Source: an optimization exercise on an open RTL-to-GDS flow (aim: small area, a short achievable clock period and few clock cycles). Production flows keep margins and buffers that such runs may drop.
Function was checked by simulation only, so behaviour that the tests miss may differ from the original.
Power figures rest on the tool's default switching activity, not on a simulated workload.

==> flow/design.v <==
package median_pkg;
  localparam int IMG_W = 16;
  localparam int IMG_H = 16;
  localparam int RING = 2 * IMG_W + 3;
  typedef logic [7:0] pixel_t;
endpackage
module frame_store (
  input  logic                CLK,
  input  logic                take,
  input  logic                zero,    
  input  median_pkg::pixel_t  din,
  output median_pkg::pixel_t  tap0,    
  output median_pkg::pixel_t  tap1,    
  output median_pkg::pixel_t  tap2     
);
  localparam int W = median_pkg::IMG_W;
  median_pkg::pixel_t ring [median_pkg::RING];
  always_ff @(posedge CLK) begin
    ring[0] <= take ? din : ring[median_pkg::RING - 1];
    for (int i = 1; i < median_pkg::RING; i++) begin
      ring[i] <= ring[i - 1];
    end
    if (zero) begin
      ring[W + 1] <= '0;
    end
  end
  assign tap0 = ring[0];
  assign tap1 = ring[W];
  assign tap2 = ring[2 * W];
endmodule
module column_history (
  input  median_pkg::pixel_t t, m, b,
  input  logic               no_bot,
  output median_pkg::pixel_t lo, mid, hi
);
  logic tm, tb, mb, tb_e, mb_e;
  pix_ge u_tm (.a(t), .b(m), .y(tm));
  pix_ge u_tb (.a(t), .b(b), .y(tb));
  pix_ge u_mb (.a(m), .b(b), .y(mb));
  assign tb_e = tb || no_bot;
  assign mb_e = mb || no_bot;
  assign lo  = (tb_e && mb_e) ? b : !tm ? t : m;
  assign hi  = (tm && tb_e) ? t : mb_e ? m : b;
  assign mid = (tm != tb_e) ? t : (tm == mb_e) ? m : b;
endmodule
module pix_ge (
  input  median_pkg::pixel_t a, b,
  output logic y
);
  logic [7:0] g1, l1;
  logic [3:0] g2, l2;
  logic [1:0] g3, l3;
  assign g1 = a & ~b;
  assign l1 = ~a & b;
  for (genvar i = 0; i < 4; i++) begin : g_l2
    assign g2[i] = g1[2*i+1] | (~l1[2*i+1] & g1[2*i]);
    assign l2[i] = l1[2*i+1] | (~g1[2*i+1] & l1[2*i]);
  end
  for (genvar i = 0; i < 2; i++) begin : g_l3
    assign g3[i] = g2[2*i+1] | (~l2[2*i+1] & g2[2*i]);
    assign l3[i] = l2[2*i+1] | (~g2[2*i+1] & l2[2*i]);
  end
  assign y = !(l3[1] | (~g3[1] & l3[0]));
endmodule
module med3 (
  input  median_pkg::pixel_t a, b, c,
  output median_pkg::pixel_t y
);
  logic ab, ac, bc;
  pix_ge u_ab (.a(a), .b(b), .y(ab));
  pix_ge u_ac (.a(a), .b(c), .y(ac));
  pix_ge u_bc (.a(b), .b(c), .y(bc));
  assign y = (ab != ac) ? a : (ab == bc) ? b : c;
endmodule
module rank_sorter (
  input  logic                CLK,
  input  logic                RST,
  input  logic                ev1,        
  input  logic                no_bot,     
  input  logic                no_low,     
  input  logic                mask_new,   
  input  logic                mask_old,   
  input  median_pkg::pixel_t  tap0,
  input  median_pkg::pixel_t  tap1,
  input  median_pkg::pixel_t  tap2,
  output logic                out_valid,
  output median_pkg::pixel_t  dout
);
  median_pkg::pixel_t s_lo, s_mid, s_hi;
  median_pkg::pixel_t lo0, mid0, hi0, lo1, mid1, hi1, lo2, mid2, hi2;
  logic mn2, mo2, nl2, ev2, ev3;
  logic lo21, lo20, lo10, md21, md20, md10, hi21, hi20, hi10;
  median_pkg::pixel_t a_w, b_w, c_w, a3, b3, c3, med;
  column_history u_col (
    .t      (tap2),
    .m      (tap1),
    .b      (tap0),
    .no_bot (no_bot),
    .lo     (s_lo),
    .mid    (s_mid),
    .hi     (s_hi)
  );
  always_ff @(posedge CLK) begin
    lo0 <= s_lo;  mid0 <= s_mid; hi0 <= s_hi;
    lo1 <= lo0;   mid1 <= mid0;  hi1 <= hi0;
    lo2 <= lo1;   mid2 <= mid1;  hi2 <= hi1;
    mn2 <= mask_new;
    mo2 <= mask_old;
    nl2 <= no_low;
  end
  always_ff @(posedge CLK) begin
    lo21 <= lo10;
    md21 <= md10;
    hi21 <= hi10;
  end
  pix_ge u_lo20 (.a(lo2),  .b(lo0),  .y(lo20));
  pix_ge u_lo10 (.a(lo1),  .b(lo0),  .y(lo10));
  pix_ge u_md20 (.a(mid2), .b(mid0), .y(md20));
  pix_ge u_md10 (.a(mid1), .b(mid0), .y(md10));
  pix_ge u_hi20 (.a(hi2),  .b(hi0),  .y(hi20));
  pix_ge u_hi10 (.a(hi1),  .b(hi0),  .y(hi10));
  always_comb begin
    if (nl2) begin
      a_w = '0;
    end else if (!mo2 && lo21 && (lo20 || mn2)) begin
      a_w = lo2;
    end else if (lo10 || mn2) begin
      a_w = lo1;
    end else begin
      a_w = lo0;
    end
  end
  always_comb begin
    if (mn2) begin
      b_w = md21 ? mid1 : mid2;
    end else if (mo2) begin
      b_w = md10 ? mid0 : mid1;
    end else if (md21 != md20) begin
      b_w = mid2;
    end else if (md21 == md10) begin
      b_w = mid1;
    end else begin
      b_w = mid0;
    end
  end
  always_comb begin
    if (mn2 || mo2) begin
      c_w = '0;
    end else if (hi20 && hi10) begin
      c_w = hi0;
    end else if (!hi21) begin
      c_w = hi2;
    end else begin
      c_w = hi1;
    end
  end
  always_ff @(posedge CLK) begin
    a3 <= a_w;
    b3 <= b_w;
    c3 <= c_w;
  end
  med3 u_m (.a(a3), .b(b3), .c(c3), .y(med));
  always_ff @(posedge CLK) begin
    dout <= med;
  end
  always_ff @(posedge CLK or posedge RST) begin
    if (RST) begin
      ev2       <= 1'b0;
      ev3       <= 1'b0;
      out_valid <= 1'b0;
    end else begin
      ev2       <= ev1;
      ev3       <= ev2;
      out_valid <= ev3;
    end
  end
endmodule
module scan_control (
  input  logic  CLK,
  input  logic  RST,
  input  logic  in_en,
  output logic  busy,
  output logic  take,
  output logic  ev1,
  output logic  no_bot,
  output logic  no_low,
  output logic  mask_new,
  output logic  mask_old
);
  localparam int LAST_ROT = median_pkg::RING - 1;
  logic [7:0] idx;     
  logic [5:0] rot;     
  logic       pend;    
  logic [4:0] fpos;    
  logic [7:0] pos;
  logic       step;
  logic [5:0] rot_nxt;
  assign take = in_en && !busy;
  assign step = take || pend;
  assign pos  = pend ? {3'd0, fpos} : idx;
  assign rot_nxt = take ? rot : (rot == 6'(LAST_ROT)) ? 6'd0 : rot + 6'd1;
  always_ff @(posedge CLK or posedge RST) begin
    if (RST) begin
      idx  <= '0;
      rot  <= '0;
      busy <= 1'b0;
      pend <= 1'b0;
      fpos <= '0;
      ev1  <= 1'b0;
    end else begin
      if (take) begin
        idx <= idx + 8'd1;
      end
      rot  <= rot_nxt;
      busy <= (rot_nxt != 6'd0);
      if (take && idx == 8'd255) begin
        pend <= 1'b1;
        fpos <= '0;
      end else if (pend) begin
        fpos <= fpos + 5'd1;
        if (fpos == 5'd16) begin
          pend <= 1'b0;
        end
      end
      ev1 <= step && (pend || idx > 8'd16);
    end
  end
  always_ff @(posedge CLK) begin
    no_bot   <= step && (pos[7:4] == 4'd0);
    no_low   <= pend && (fpos != 5'd0);
    mask_new <= (pos[3:0] == 4'd0);
    mask_old <= (pos[3:0] == 4'd1);
  end
endmodule
module median_filter_top (
  input  logic   CLK,
  input  logic   RST,
  input  median_pkg::pixel_t din,
  input  logic   in_en,
  output logic   busy,
  output logic   out_valid,
  output median_pkg::pixel_t dout
);
  logic take, ev1, no_bot, no_low, mask_new, mask_old;
  median_pkg::pixel_t tap0, tap1, tap2;
  scan_control u_scan_control (
    .CLK      (CLK),
    .RST      (RST),
    .in_en    (in_en),
    .busy     (busy),
    .take     (take),
    .ev1      (ev1),
    .no_bot   (no_bot),
    .no_low   (no_low),
    .mask_new (mask_new),
    .mask_old (mask_old)
  );
  frame_store u_frame_store (
    .CLK  (CLK),
    .take (take),
    .zero (no_bot),
    .din  (din),
    .tap0 (tap0),
    .tap1 (tap1),
    .tap2 (tap2)
  );
  rank_sorter u_rank_sorter (
    .CLK       (CLK),
    .RST       (RST),
    .ev1       (ev1),
    .no_bot    (no_bot),
    .no_low    (no_low),
    .mask_new  (mask_new),
    .mask_old  (mask_old),
    .tap0      (tap0),
    .tap1      (tap1),
    .tap2      (tap2),
    .out_valid (out_valid),
    .dout      (dout)
  );
endmodule
clock: 6.0 ns
lec_check: 0
cap_margin: 20
core_margin: 2
core_utilization: 55
cts_cluster_diameter: 50
cts_cluster_size: 25
place_density: 0.65
setup_slack_margin: 3.0
slew_margin: 20
run.sh (not shown) runs the stock make flow with config.mk's settings and CLKGATE_MAP_FILE= SYNTH_SCRIPT=/design/flow/synth_recipe.tcl, a recipe that flattens the netlist after the stock synthesis.
Testbench counts at the start, summed over its fixed seeds: cycles 8,360.
Rerun with:
==> flow/flow/run.sh (new file) <==
#!/bin/bash
# The standard layout (standard.sh), with two changes:
#  - the clock tree is built without dummy loads
#  - ports are buffered with a small buffer (every port still gets one)
set -euo pipefail
export CTS_ARGS="-sink_clustering_enable -repair_clock_nets -sink_clustering_size 25 -sink_clustering_max_diameter 50 -dont_use_dummy_load"
export BUFFER_PORTS_ARGS="-buffer_cell sky130_fd_sc_hd__buf_2"
bash standard.sh finish > standard.log 2>&1
==> flow/standard.sh (new file) <==
#!/bin/bash
# synth_recipe.tcl (not shown) runs the flow's synth.tcl, then flattens the netlist and writes it again
# the make line also repeats each setting of config.mk as NAME=value (left out here)
make -C /OpenROAD-flow-scripts/flow DESIGN_CONFIG=/design/flow/config.mk WORK_HOME=/design/flow/orfs CLKGATE_MAP_FILE= SYNTH_SCRIPT=/design/flow/synth_recipe.tcl "${@:-finish}"
- CORE_UTILIZATION: 55 -> 75
- CTS_CLUSTER_DIAMETER: 50 -> not set
- CTS_CLUSTER_SIZE: 25 -> not set
- PLACE_DENSITY: 0.65 -> 0.85
- SETUP_SLACK_MARGIN: 3.0 -> 3.55
removed: flow/run.sh
Result: Setup slack improved by 230 ps; die area falls by 26%; wire length rises by 47%; final area barely changes; sequential power rises by about 3%; cell count falls by 4.4%; power rises by 4.5%; critical path depth is unchanged; non-clock buffer count rises by 31.
Rerun with:
==> flow/flow/run.sh (replaced) <==
#!/bin/bash
# The standard layout (standard.sh), with two changes:
#  - the clock tree is built without dummy loads, from clkbuf_8 leaf
#    buffers over smaller sink clusters
#  - ports are buffered with a small buffer (every port still gets one)
set -euo pipefail
export CTS_ARGS="-sink_clustering_enable -repair_clock_nets -sink_clustering_size 18 -sink_clustering_max_diameter 40 -dont_use_dummy_load -root_buf sky130_fd_sc_hd__clkbuf_16 -buf_list sky130_fd_sc_hd__clkbuf_8"
export BUFFER_PORTS_ARGS="-buffer_cell sky130_fd_sc_hd__buf_2"
bash standard.sh finish > standard.log 2>&1
- CORE_UTILIZATION: 75 -> 65
- PLACE_DENSITY: 0.85 -> 0.75
- SETUP_SLACK_MARGIN: 3.55 -> 3.45
Outcome: Wire length drops by 33%; area after synthesis stays the same; fmax climbs by 2.1%.
Rerun with:
==> flow/flow/run.sh (replaced) <==
#!/bin/bash
# The standard layout, with the clock tree built from fewer, larger
# sink clusters and without dummy loads
set -euo pipefail
export CTS_ARGS="-sink_clustering_enable -repair_clock_nets -sink_clustering_size 30 -sink_clustering_max_diameter 45 -buf_list sky130_fd_sc_hd__clkbuf_16 -dont_use_dummy_load"
bash standard.sh finish > standard.log 2>&1
- ABC_CLOCK_PERIOD_IN_PS: not set -> 2500
- CORE_UTILIZATION: 65 -> 55
- CTS_CLUSTER_DIAMETER: not set -> 50
- CTS_CLUSTER_SIZE: not set -> 25
- PLACE_DENSITY: 0.75 -> 0.65
- SETUP_SLACK_MARGIN: 3.45 -> 4.2
After rerunning:
- fmax climbs by a few percent
- cell count climbs by a few percent
- via count climbs by a few percent
- sequential power climbs slightly

[port drivers added, routing unchanged]
Ports are ideal in the flow. The routed layouts listed here were re-timed in OpenROAD.
Step 1 sets driving cells, clkbuf_16 on the clock port and buf_2 on the other inputs (assumed; they add their load-dependent delay and slew).
Step 2 times the ports against the registers' clock, not the clock port: input delays grow and output delays shrink by t, the midpoint of the rising clock arrivals with the driver on.
Slacks: no drivers / after step 1 / after step 2; pairs: no drivers / after step 1.
run	t (ns)	setup slack, ns	hold slack, ns	slew at the worst register clock pin (ns)
the first run	0.607	3.219 / 3.219 / 3.032	0.321 / 0.321 / 0.321	0.09 / 0.09
the second run	0.587	3.453 / 3.453 / 3.119	0.308 / 0.308 / 0.308	0.11 / 0.11
the third run	0.511	3.504 / 3.504 / 3.325	0.306 / 0.306 / 0.306	0.10 / 0.10
the fourth run	0.541	3.640 / 3.640 / 3.640	0.283 / 0.283 / 0.283	0.10 / 0.10
After both steps setup and hold are still met in every run listed. The setup slack of the second run, which loses most, moves by 0.000 ns with the drivers and by -0.334 ns with both steps.
